Source: an optimization exercise on an open RTL-to-GDS flow (aim: small area, a short achievable clock period and few clock cycles per item). Production flows keep margins and buffers that such runs may drop.
The RTL was checked by simulation tests, not by an equivalence proof against the original design.
Power and IR drop assume default switching activity.

==> flow/design.v <==
`default_nettype none
package bmpd_pkg;
    localparam int unsigned MAX_WIDTH  = 4096;
    localparam int unsigned MAX_HEIGHT = 4096;
    localparam int unsigned DIM_W   = 13;
    localparam int unsigned COORD_W = 12;
    localparam int unsigned COUNT_W = 13;
    localparam int unsigned QUEUE_DEPTH = 4;
    localparam int unsigned QPTR_W      = $clog2(QUEUE_DEPTH);
    localparam int unsigned QCNT_W      = $clog2(QUEUE_DEPTH + 1);
    localparam logic [31:0] POS_SIG_B       = 32'd0;
    localparam logic [31:0] POS_SIG_M       = 32'd1;
    localparam logic [31:0] POS_OFFSET      = 32'd13;
    localparam logic [31:0] POS_INFO_SIZE   = 32'd17;
    localparam logic [31:0] POS_WIDTH       = 32'd21;
    localparam logic [31:0] POS_HEIGHT      = 32'd25;
    localparam logic [31:0] POS_PLANES      = 32'd27;
    localparam logic [31:0] POS_BPP         = 32'd29;
    localparam logic [31:0] POS_COMPRESSION = 32'd33;
    localparam logic [31:0] POS_HEADER_END  = 32'd53;
    localparam logic [31:0] PIXEL_START     = 32'd54;
    localparam logic [7:0]  CHAR_B        = 8'h42;
    localparam logic [7:0]  CHAR_M        = 8'h4D;
    localparam logic [31:0] MIN_INFO_SIZE = 32'd40;
    localparam logic [15:0] BPP_24        = 16'd24;
    localparam logic [15:0] BPP_32        = 16'd32;
    localparam logic [15:0] ONE_PLANE     = 16'd1;
    localparam logic [7:0]  ALPHA_OPAQUE  = 8'd255;
    localparam int unsigned FLAG_SIG    = 0;
    localparam int unsigned FLAG_INFO   = 1;
    localparam int unsigned FLAG_PLANES = 2;
    localparam int unsigned FLAG_BPP    = 3;
    typedef enum logic [1:0] {
        KIND_PIXEL  = 2'd0,
        KIND_HEADER = 2'd1,
        KIND_ERROR  = 2'd2
    } kind_t;
    typedef enum logic [2:0] {
        ERR_SIGNATURE = 3'd0,
        ERR_INFO_SIZE = 3'd1,
        ERR_FORMAT    = 3'd2,
        ERR_SIZE_ZERO = 3'd3,
        ERR_OFFSET    = 3'd4,
        ERR_TOO_LARGE = 3'd5,
        ERR_TRUNCATED = 3'd6
    } err_t;
    typedef struct packed {
        kind_t              kind;
        err_t               err;
        logic [DIM_W-1:0]   width;
        logic [DIM_W-1:0]   height;
        logic [COORD_W-1:0] col;
        logic [COORD_W-1:0] row;
        logic [7:0]         red;
        logic [7:0]         green;
        logic [7:0]         blue;
        logic [7:0]         last_byte;
        logic               wide;
        logic               bottom_up;
    } entry_t;
endpackage
`default_nettype wire
`default_nettype none
module bmpd_front (
    input  wire logic           aclk,
    input  wire logic           aresetn,
    input  wire logic           accept,
    input  wire logic [7:0]     data_byte,
    input  wire logic           end_of_file,
    output bmpd_pkg::entry_t    entry,
    output logic                push
);
    typedef enum logic [2:0] {
        PH_HEADER,
        PH_SKIP,
        PH_PIXELS,
        PH_PAD,
        PH_DONE,
        PH_ERROR
    } phase_t;
    phase_t                         phase_reg, phase_next;
    logic [31:0]                    pos_reg, pos_next;
    logic [31:0]                    shift_reg, shift_next;
    logic [31:0]                    offset_reg, offset_next;
    logic [31:0]                    width_reg, width_next;
    logic [31:0]                    height_reg, height_next;
    logic [3:0]                     flags_reg, flags_next;
    logic                           wide_reg, wide_next;
    logic                           bottom_up_reg, bottom_up_next;
    logic [bmpd_pkg::COUNT_W-1:0]   col_reg, col_next;
    logic [bmpd_pkg::COUNT_W-1:0]   row_reg, row_next;
    logic [1:0]                     bip_reg, bip_next;
    logic [1:0]                     pad_reg, pad_next;
    logic [23:0]                    held_reg, held_next;
    logic [15:0]                    half;
    logic [31:0]                    height_abs;
    logic [1:0]                     last_idx;
    logic [1:0]                     row_pad;
    logic [bmpd_pkg::COUNT_W-1:0]   col_inc;
    logic [bmpd_pkg::COUNT_W-1:0]   row_inc;
    logic [bmpd_pkg::DIM_W-1:0]     width_dim;
    logic [bmpd_pkg::DIM_W-1:0]     height_dim;
    assign width_dim  = width_reg[bmpd_pkg::DIM_W-1:0];
    assign height_dim = height_reg[bmpd_pkg::DIM_W-1:0];
    assign height_abs = height_reg[31] ? (32'd0 - height_reg) : height_reg;
    assign last_idx   = wide_reg ? 2'd3 : 2'd2;
    assign col_inc    = col_reg + 1'b1;
    assign row_inc    = row_reg + 1'b1;
    assign row_pad    = wide_reg ? 2'd0 : width_reg[1:0];
    always_comb begin
        phase_next     = phase_reg;
        pos_next       = pos_reg;
        shift_next     = shift_reg;
        offset_next    = offset_reg;
        width_next     = width_reg;
        height_next    = height_reg;
        flags_next     = flags_reg;
        wide_next      = wide_reg;
        bottom_up_next = bottom_up_reg;
        col_next       = col_reg;
        row_next       = row_reg;
        bip_next       = bip_reg;
        pad_next       = pad_reg;
        held_next      = held_reg;
        half           = shift_reg[31:16];
        push           = 1'b0;
        entry          = '0;
        if (accept) begin
            case (phase_reg)
                PH_HEADER: begin
                    shift_next = {data_byte, shift_reg[31:8]};
                    half       = shift_next[31:16];
                    if (pos_reg == bmpd_pkg::POS_SIG_B && data_byte == bmpd_pkg::CHAR_B) begin
                        flags_next[bmpd_pkg::FLAG_SIG] = 1'b1;
                    end
                    if (pos_reg == bmpd_pkg::POS_SIG_M && data_byte != bmpd_pkg::CHAR_M) begin
                        flags_next[bmpd_pkg::FLAG_SIG] = 1'b0;
                    end
                    if (pos_reg == bmpd_pkg::POS_OFFSET) begin
                        offset_next = shift_next;
                    end
                    if (pos_reg == bmpd_pkg::POS_INFO_SIZE
                        && shift_next >= bmpd_pkg::MIN_INFO_SIZE) begin
                        flags_next[bmpd_pkg::FLAG_INFO] = 1'b1;
                    end
                    if (pos_reg == bmpd_pkg::POS_WIDTH) begin
                        width_next = shift_next;
                    end
                    if (pos_reg == bmpd_pkg::POS_HEIGHT) begin
                        height_next = shift_next;
                    end
                    if (pos_reg == bmpd_pkg::POS_PLANES && half == bmpd_pkg::ONE_PLANE) begin
                        flags_next[bmpd_pkg::FLAG_PLANES] = 1'b1;
                    end
                    if (pos_reg == bmpd_pkg::POS_BPP) begin
                        if (half == bmpd_pkg::BPP_24 || half == bmpd_pkg::BPP_32) begin
                            flags_next[bmpd_pkg::FLAG_BPP] = 1'b1;
                        end
                        wide_next = (half == bmpd_pkg::BPP_32);
                    end
                    if (pos_reg == bmpd_pkg::POS_COMPRESSION && shift_next != 32'd0) begin
                        flags_next[bmpd_pkg::FLAG_PLANES] = 1'b0;
                    end
                    if (pos_reg != bmpd_pkg::POS_HEADER_END) begin
                        pos_next = pos_reg + 32'd1;
                    end else begin
                        bottom_up_next = ~height_reg[31];
                        height_next    = height_abs;
                        push           = 1'b1;
                        entry.kind     = bmpd_pkg::KIND_ERROR;
                        phase_next     = PH_ERROR;
                        if (!flags_reg[bmpd_pkg::FLAG_SIG]) begin
                            entry.err = bmpd_pkg::ERR_SIGNATURE;
                        end else if (!flags_reg[bmpd_pkg::FLAG_INFO]) begin
                            entry.err = bmpd_pkg::ERR_INFO_SIZE;
                        end else if (!flags_reg[bmpd_pkg::FLAG_PLANES]
                                     || !flags_reg[bmpd_pkg::FLAG_BPP]) begin
                            entry.err = bmpd_pkg::ERR_FORMAT;
                        end else if (width_reg == 32'd0 || width_reg[31]
                                     || height_abs == 32'd0) begin
                            entry.err = bmpd_pkg::ERR_SIZE_ZERO;
                        end else if (offset_reg < bmpd_pkg::PIXEL_START) begin
                            entry.err = bmpd_pkg::ERR_OFFSET;
                        end else if (width_reg > 32'(bmpd_pkg::MAX_WIDTH)
                                     || height_abs > 32'(bmpd_pkg::MAX_HEIGHT)) begin
                            entry.err = bmpd_pkg::ERR_TOO_LARGE;
                        end else begin
                            entry.kind   = bmpd_pkg::KIND_HEADER;
                            entry.width  = width_dim;
                            entry.height = height_abs[bmpd_pkg::DIM_W-1:0];
                            pos_next     = bmpd_pkg::PIXEL_START;
                            col_next     = '0;
                            row_next     = '0;
                            bip_next     = '0;
                            pad_next     = '0;
                            held_next    = '0;
                            phase_next   = (offset_reg == bmpd_pkg::PIXEL_START)
                                           ? PH_PIXELS : PH_SKIP;
                        end
                    end
                end
                PH_SKIP: begin
                    pos_next = pos_reg + 32'd1;
                    if (pos_next >= offset_reg) begin
                        phase_next = PH_PIXELS;
                    end
                end
                PH_PIXELS: begin
                    case (bip_reg)
                        2'd0:    held_next = {16'd0, data_byte};
                        2'd1:    held_next[15:8] = data_byte;
                        2'd2:    held_next[23:16] = data_byte;
                        default: held_next = held_reg;
                    endcase
                    if (bip_reg != last_idx) begin
                        bip_next = bip_reg + 2'd1;
                    end else begin
                        bip_next        = '0;
                        push            = 1'b1;
                        entry.kind      = bmpd_pkg::KIND_PIXEL;
                        entry.width     = width_dim;
                        entry.height    = height_dim;
                        entry.col       = col_reg[bmpd_pkg::COORD_W-1:0];
                        entry.row       = row_reg[bmpd_pkg::COORD_W-1:0];
                        entry.red       = held_next[23:16];
                        entry.green     = held_next[15:8];
                        entry.blue      = held_next[7:0];
                        entry.last_byte = data_byte;
                        entry.wide      = wide_reg;
                        entry.bottom_up = bottom_up_reg;
                        col_next        = col_inc;
                        if (col_inc == width_dim) begin
                            if (row_pad != 2'd0) begin
                                pad_next   = row_pad;
                                phase_next = PH_PAD;
                            end else begin
                                col_next = '0;
                                row_next = row_inc;
                                if (row_inc == height_dim) begin
                                    phase_next = PH_DONE;
                                end
                            end
                        end
                    end
                end
                PH_PAD: begin
                    pad_next = pad_reg - 2'd1;
                    if (pad_next == 2'd0) begin
                        phase_next = PH_PIXELS;
                        col_next   = '0;
                        row_next   = row_inc;
                        if (row_inc == height_dim) begin
                            phase_next = PH_DONE;
                        end
                    end
                end
                default: begin
                end
            endcase
            if (end_of_file) begin
                if (phase_next != PH_DONE && phase_next != PH_ERROR) begin
                    push       = 1'b1;
                    entry      = '0;
                    entry.kind = bmpd_pkg::KIND_ERROR;
                    entry.err  = bmpd_pkg::ERR_TRUNCATED;
                end
                phase_next = PH_HEADER;
                pos_next   = '0;
                flags_next = '0;
            end
        end
    end
    always_ff @(posedge aclk) begin
        if (!aresetn) begin
            phase_reg <= PH_HEADER;
            pos_reg   <= '0;
            flags_reg <= '0;
        end else begin
            phase_reg <= phase_next;
            pos_reg   <= pos_next;
            flags_reg <= flags_next;
        end
        shift_reg     <= shift_next;
        offset_reg    <= offset_next;
        width_reg     <= width_next;
        height_reg    <= height_next;
        wide_reg      <= wide_next;
        bottom_up_reg <= bottom_up_next;
        col_reg       <= col_next;
        row_reg       <= row_next;
        bip_reg       <= bip_next;
        pad_reg       <= pad_next;
        held_reg      <= held_next;
    end
endmodule
`default_nettype wire
`default_nettype none
module bmpd_queue (
    input  wire logic               aclk,
    input  wire logic               aresetn,
    input  wire logic               push,
    input  wire bmpd_pkg::entry_t   push_entry,
    input  wire logic               pop,
    output bmpd_pkg::entry_t        head,
    output logic                    head_valid,
    output logic                    full
);
    localparam int unsigned ENTRY_W = 89;   
    logic [ENTRY_W-1:0]                 slots_reg [0:bmpd_pkg::QUEUE_DEPTH-1];
    logic [bmpd_pkg::QPTR_W-1:0]        wr_ptr_reg, wr_ptr_next;
    logic [bmpd_pkg::QPTR_W-1:0]        rd_ptr_reg, rd_ptr_next;
    logic [bmpd_pkg::QCNT_W-1:0]        count_reg, count_next;
    logic                               do_pop;
    localparam logic [bmpd_pkg::QPTR_W-1:0] LAST_SLOT =
        bmpd_pkg::QPTR_W'(bmpd_pkg::QUEUE_DEPTH - 1);
    assign head_valid = (count_reg != '0);
    assign full       = (count_reg == bmpd_pkg::QCNT_W'(bmpd_pkg::QUEUE_DEPTH));
    assign head       = slots_reg[rd_ptr_reg];
    assign do_pop     = pop && head_valid;
    always_comb begin
        wr_ptr_next = wr_ptr_reg;
        rd_ptr_next = rd_ptr_reg;
        count_next  = count_reg;
        if (push) begin
            wr_ptr_next = (wr_ptr_reg == LAST_SLOT) ? '0 : wr_ptr_reg + 1'b1;
        end
        if (do_pop) begin
            rd_ptr_next = (rd_ptr_reg == LAST_SLOT) ? '0 : rd_ptr_reg + 1'b1;
        end
        case ({push, do_pop})
            2'b10:   count_next = count_reg + 1'b1;
            2'b01:   count_next = count_reg - 1'b1;
            default: count_next = count_reg;
        endcase
    end
    always_ff @(posedge aclk) begin
        if (!aresetn) begin
            wr_ptr_reg <= '0;
            rd_ptr_reg <= '0;
            count_reg  <= '0;
        end else begin
            wr_ptr_reg <= wr_ptr_next;
            rd_ptr_reg <= rd_ptr_next;
            count_reg  <= count_next;
        end
        if (push) begin
            slots_reg[wr_ptr_reg] <= push_entry;
        end
    end
endmodule
`default_nettype wire
`default_nettype none
module bmpd_back (
    input  wire logic               aclk,
    input  wire logic               aresetn,
    input  wire bmpd_pkg::entry_t   head,
    input  wire logic               head_valid,
    output logic                    pop,
    output logic                    m_tvalid,
    input  wire logic               m_tready,
    output logic [87:0]             m_tdata,
    output logic [1:0]              m_tuser,
    output logic                    m_tlast
);
    logic                               valid_reg, valid_next;
    logic [87:0]                        data_reg, data_next;
    logic [1:0]                         user_reg, user_next;
    logic                               last_reg, last_next;
    logic [bmpd_pkg::COORD_W-1:0]       pixel_y;
    logic [bmpd_pkg::DIM_W-1:0]         col_inc;
    logic [bmpd_pkg::DIM_W-1:0]         row_inc;
    logic [bmpd_pkg::DIM_W-1:0]         flipped;
    logic [7:0]                         alpha;
    assign pop     = head_valid && (!valid_reg || m_tready);
    assign col_inc = {1'b0, head.col} + 1'b1;
    assign row_inc = {1'b0, head.row} + 1'b1;
    assign flipped = head.height - row_inc;
    assign pixel_y = head.bottom_up ? flipped[bmpd_pkg::COORD_W-1:0] : head.row;
    assign alpha   = head.wide ? head.last_byte : bmpd_pkg::ALPHA_OPAQUE;
    always_comb begin
        valid_next = valid_reg;
        data_next  = data_reg;
        user_next  = user_reg;
        last_next  = last_reg;
        if (pop) begin
            valid_next = 1'b1;
            user_next  = head.kind;
            data_next  = '0;
            last_next  = 1'b0;
            case (head.kind)
                bmpd_pkg::KIND_PIXEL: begin
                    data_next[15:3]  = head.width;
                    data_next[28:16] = head.height;
                    data_next[40:29] = head.col;
                    data_next[52:41] = pixel_y;
                    data_next[60:53] = head.red;
                    data_next[68:61] = head.green;
                    data_next[76:69] = head.blue;
                    data_next[84:77] = alpha;
                    last_next = (col_inc == head.width) && (row_inc == head.height);
                end
                bmpd_pkg::KIND_HEADER: begin
                    data_next[15:3]  = head.width;
                    data_next[28:16] = head.height;
                end
                bmpd_pkg::KIND_ERROR: begin
                    data_next[2:0] = head.err;
                end
                default: begin
                    data_next = '0;
                end
            endcase
        end else if (m_tready) begin
            valid_next = 1'b0;
        end
    end
    always_ff @(posedge aclk) begin
        if (!aresetn) begin
            valid_reg <= 1'b0;
        end else begin
            valid_reg <= valid_next;
        end
        data_reg <= data_next;
        user_reg <= user_next;
        last_reg <= last_next;
    end
    assign m_tvalid = valid_reg;
    assign m_tdata  = data_reg;
    assign m_tuser  = user_reg;
    assign m_tlast  = last_reg;
endmodule
`default_nettype wire
`default_nettype none
module bmp_stream_to_rgba_decoder (
    input  wire logic           aclk,
    input  wire logic           aresetn,
    input  wire logic           s_tvalid,
    output logic                s_tready,
    input  wire logic [7:0]     s_tdata,     
    input  wire logic           s_tlast,     
    output logic                m_tvalid,
    input  wire logic           m_tready,
    output logic [87:0]         m_tdata,
    output logic [1:0]          m_tuser,     
    output logic                m_tlast      
);
    bmpd_pkg::entry_t   push_entry;
    bmpd_pkg::entry_t   head;
    logic               push;
    logic               pop;
    logic               head_valid;
    logic               full;
    logic               accept;
    assign s_tready = !full;
    assign accept   = s_tvalid && !full;
    bmpd_front u_front (
        .aclk        (aclk),
        .aresetn     (aresetn),
        .accept      (accept),
        .data_byte   (s_tdata),
        .end_of_file (s_tlast),
        .entry       (push_entry),
        .push        (push)
    );
    bmpd_queue u_queue (
        .aclk       (aclk),
        .aresetn    (aresetn),
        .push       (push),
        .push_entry (push_entry),
        .pop        (pop),
        .head       (head),
        .head_valid (head_valid),
        .full       (full)
    );
    bmpd_back u_back (
        .aclk       (aclk),
        .aresetn    (aresetn),
        .head       (head),
        .head_valid (head_valid),
        .pop        (pop),
        .m_tvalid   (m_tvalid),
        .m_tready   (m_tready),
        .m_tdata    (m_tdata),
        .m_tuser    (m_tuser),
        .m_tlast    (m_tlast)
    );
endmodule
`default_nettype wire
==> flow/run.sh <==
#!/bin/bash
# synth_recipe.tcl (not shown) runs the flow's synth.tcl, then flattens the netlist and writes it again
# the make line also repeats each setting of config.mk as NAME=value (left out here)
make -C /OpenROAD-flow-scripts/flow DESIGN_CONFIG=/design/flow/config.mk WORK_HOME=/design/flow/orfs CLKGATE_MAP_FILE= SYNTH_SCRIPT=/design/flow/synth_recipe.tcl finish
==> flow/config.mk <==
export PLATFORM = sky130hd
export DESIGN_NAME = bmp_stream_to_rgba_decoder
export DESIGN_NICKNAME = bmp_stream_to_rgba_decoder
export VERILOG_FILES = /design/flow/design.v
export SDC_FILE = /design/flow/constraint.sdc
export NUM_CORES = 4
export LEC_CHECK = 0
export CAP_MARGIN = 20
export CORE_MARGIN = 2
export CORE_UTILIZATION = 40
export SLEW_MARGIN = 20
==> flow/constraint.sdc <==
create_clock -name core_clock -period 6.0 [get_ports {aclk}]
set_input_delay 1.2000 -clock core_clock [delete_from_list [all_inputs] [get_ports {aclk}]]
set_output_delay 1.2000 -clock core_clock [all_outputs]
set_load 0.01 [all_outputs]
==> run summary <==
==> power groups by stage <==
stage,clock network (mW),registers [mW],logic [mW]
2_1_floorplan,0,6.11,1.85
3_3_place_gp,0,6.00,3.12
3_5_place_dp,0,6.02,3.16
4_1_cts,4.39,5.92,3.17
5_1_grt,4.57,5.95,3.40
6_report,4.30,5.90,3.11
==> cells by family after synthesis <==
logic type | share of synthesized area (%)
flip-flops | 63.4
AO/OA/AOI/OAI | 6.08
adder cells (fa/ha/maj) | 2.60
XOR/XNOR | 4.21
multiplexers | 7.34
buffers and inverters | 2.52
other | 0.0121
AND/OR/NAND/NOR | 13.8
==> stage by stage <==
| stage | area [sq um] | instances |
|---|---|---|
| after CTS | 35400 | 3471 |
| after global routing | 35400 | 3471 |
| after detailed placement | 33100 | 3342 |
| final | 35400 | 3473 |
| after floorplan | 30900 | 2291 |
| after global placement | 33100 | 3342 |
==> path summary, 6_finish.rpt <==
| path | startpoint | end |
|---|---|---|
| min reg2reg | u_queue.wr_ptr_reg[0]$_SDFFE_PN0P_ | u_queue.wr_ptr_reg[0]$_SDFFE_PN0P_ |
| max reg2reg | u_front.height_reg[1]$_DFFE_PP_ | u_queue.slots_reg[3][64]$_DFFE_PP_ |
| max | u_front.height_reg[1]$_DFFE_PP_ | u_queue.slots_reg[3][64]$_DFFE_PP_ |
| min | u_queue.wr_ptr_reg[0]$_SDFFE_PN0P_ | u_queue.wr_ptr_reg[0]$_SDFFE_PN0P_ |
==> layout by cell type, fill, tap and decap left out, types with 30 or more instances in the layout <==
cell	n
sky130_fd_sc_hd__nand3_1	72
sky130_fd_sc_hd__nand4_1	33
sky130_fd_sc_hd__nor2b_1	69
sky130_fd_sc_hd__nand2b_1	30
sky130_fd_sc_hd__and2_1	45
sky130_fd_sc_hd__a21oi_1	69
sky130_fd_sc_hd__mux4_2	88
sky130_fd_sc_hd__inv_1	74
sky130_fd_sc_hd__edfxtp_1	620
sky130_fd_sc_hd__and3_1	31
sky130_fd_sc_hd__xor2_1	54
sky130_fd_sc_hd__dfxtp_1	47
sky130_fd_sc_hd__nand2_1	138
sky130_fd_sc_hd__clkdlybuf4s50_1	102
sky130_fd_sc_hd__clkbuf_16	72
sky130_fd_sc_hd__o21ai_0	72
sky130_fd_sc_hd__ha_1	61
sky130_fd_sc_hd__nor3_1	42
sky130_fd_sc_hd__nor2_1	236
sky130_fd_sc_hd__xnor2_1	79
sky130_fd_sc_hd__nor4_1	42
==> layer usage <==
layer	GRT usage, %	up-vias
li1	-	8843
met1	25.6	9511
met2	30.1	505
met3	3.12	107
met4	5.78	0
met5	0	-
==> cells in the mapped netlist (42+ instances only) <==
cell                         n  area share (%)
sky130_fd_sc_hd__and2_1     45            0.91
sky130_fd_sc_hd__mux4_2     88             6.4
sky130_fd_sc_hd__inv_1      76            0.92
sky130_fd_sc_hd__xnor2_1    79             2.2
sky130_fd_sc_hd__nor2b_1    73             1.5
sky130_fd_sc_hd__dfxtp_1    49             3.2
sky130_fd_sc_hd__xor2_1     54             1.5
sky130_fd_sc_hd__edfxtp_1  620              60
sky130_fd_sc_hd__ha_1       61             2.5
sky130_fd_sc_hd__nor3_1     43            0.70
sky130_fd_sc_hd__clkbuf_1   75            0.91
sky130_fd_sc_hd__nor4_1     42            0.85
sky130_fd_sc_hd__nor2_1    237             2.9
sky130_fd_sc_hd__a21oi_1    71             1.2
sky130_fd_sc_hd__nand2_1   138             1.7
sky130_fd_sc_hd__nand3_1    72             1.2
sky130_fd_sc_hd__o21ai_0    72             1.2
==> tightest hold or removal path, stage by stage (launching register included) <==
cell,delay (ns)
sky130_fd_sc_hd__dfxtp_1,0.34
sky130_fd_sc_hd__nand2_1,0.06
sky130_fd_sc_hd__a21oi_1,0.05
==> area by class of cell <==
cell class | instances | area (sq um) | share of cell area (%)
clock buffer | 94 | 1890 | 5.35
antenna | 2 | 5.00 | 0.0141
clock inverter | 35 | 410 | 1.16
inverter | 76 | 285 | 0.806
tap | 1030 | 1290 | 3.64
sequential | 669 | 19600 | 55.4
multi-input combinational | 1432 | 10600 | 29.9
timing repair buffer | 135 | 1320 | 3.72
==> run summary <==
run status no timing/DRC/antenna violations; Clock H-tree levels 3; Max transition margin 26.8%; post-layout util 46.5%; sequential share of power 44.4%; most common cell type on the critical path sky130_fd_sc_hd__nor2_1; overall power after layout 13.3 mW; maximum number of pins on one net before global-route repair 90; worst voltage drop across the vdd grid 0.000219 V; Yosys warning total 3; total global routing overflow 0; signed area change from the synthesized netlist to the final layout 14.6%; share of post-route cells with drive strength above 1 10.9%; clock buffer count from CTS 72; Met3 Wirelength 3780 um; mean cell area of the mapped netlist 13.5 sq um; fmax 197 MHz; met2 routed wirelength 34800 um; clock-pin slew on the worst setup and hold paths 0.06 ns; Total Die Area 0.0795 sq mm; I/O pin cnt 106; Top FF cell, synth sky130_fd_sc_hd__edfxtp_1; endpoint type of the worst setup path register; ratio of final minimum period to clock period 84.8%; Synth Instances 2289; post-CTS setup-driven buffer insertion count 0; # setup viols final 0; cell family with most CP delay simple AND/OR/NAND/NOR gates; critical setup path kind register to register; Hold Path Class register to register; clock tree sinks 669; switch share 28.0%; data arrival time of the critical path 5.42 ns; cell-internal power 9.58 mW; wire length of the first global-routing pass 113000 um; number of fillers in the final layout 6670; Final Max Slew Viols 0; switching pwr 3.73 mW; part of the power in combinational logic 23.4%; PostCTS Resize Cnt 0; number of unique standard cell types used by synthesis 87; Fin Setup TNS 0 ns; GRT Total Usage 18.6%; number of nets in the layout 2462; number of global-route vias before repair 18900; share of synthesized area occupied by flip-flops and latches 63.4%; Final Hold Slack 0.507 ns; Pleak 11.7 nW; share of flip-flops with an asynchronous set or reset after synthesis 0%; power density cells 376 mW/mm^2; Worst Tran Pin Value 1.09 ns; number of cells traversed by the worst hold path 2; number of nets with antenna violations after detailed routing 0; crit path max fanout 12; setup slack on the worst flop-to-flop path 0.91 ns; fin crit period 5.09 ns; detailed-route DRC error count 0; number of DRC markers in iteration 0 1656; row count 101; post-route met1 wirelength 32800 um; final RePlAce weighted congestion 0.893; chain of cells forming the critical path inv_1 -> ha_1 -> or4b_4 -> or4_4 -> nor4_2 -> o22ai_1 -> a2111o_1 -> nor2_1 -> nand4_4 -> nor2_1 -> nand2_1 -> a311oi_1; Startpoint Class register; worst-case clock skew 0.0555 ns; x dimension of the die 282 um; hold buffer count at cts 0; Clock Tree Root sky130_fd_sc_hd__clkbuf_16; delay of the slowest critical-path stage 0.69 ns; number of flip-flops under the largest register name 356; number of iterations in the first detailed-routing pass 5; share of total power in the clock network 32.3%; Final Hold Fails 0; Worst Path Required 6.33 ns; cell type of the slowest stage on the worst timing path sky130_fd_sc_hd__nor2_1; detailed-route wire length 73000 um; average vias per placed instance 5.46; setup repair after global routing missed its margin no; clock insertion delay at the later pin of the skew report 0.64 ns; HPWL after detailed placement 48200 um; depth of the critical timing path with buffers and inverters included 12; Worst Reg-to-Reg Cells 12; routed wire length per instance 21.0 um; top sig layer met4; number of max-cap violations 0; initial antenna violation count 4; pre-CTS WS 1.03 ns; vertical die dimension 282 um; post-route setup slack 0.915 ns; quantity of I/O buffers inserted on ports 102; Max Root-Sink Buffers 3; count of flip-flops with a built-in enable after synthesis 620; Bufs and invs on worst path 1; post-synth design cell area 0.0309 sq mm; number of flip-flops and latches in the synthesized netlist 669; via count 19000; initial core utilization 40.5%; Std-Cell Core Area 0.0762 sq mm; clock tree from TritonCTS built
Testbench counts, summed over its fixed seeds: cycles 498,304, bytes 477,256.

## separate check: timing with driven ports
No port has a modelled driver above. Below, the same layout with a new extraction and two added sets of constraints.
Step 1 assumes that a clkbuf_16 drives the clock port and a buf_2 every other input.
Step 2, shift: input delay + t, output delay - t, t = (earliest + latest rising clock arrival at the registers) / 2. This alone moves slack from input paths to output paths.
Three values: ideal ports, drivers, drivers and shift; two values: the first two.
t (ns): 0.672
setup WS [ns]: 0.915 / 0.915 / 0.915
hold slack, ns: 0.507 / 0.507 / 0.507
clock arrival spread, ns: 0.055 / 0.055
After both steps setup and hold are still met in this run. For this run, drivers alone change the setup slack by 0.000 ns; drivers and shift together by 0.000 ns.
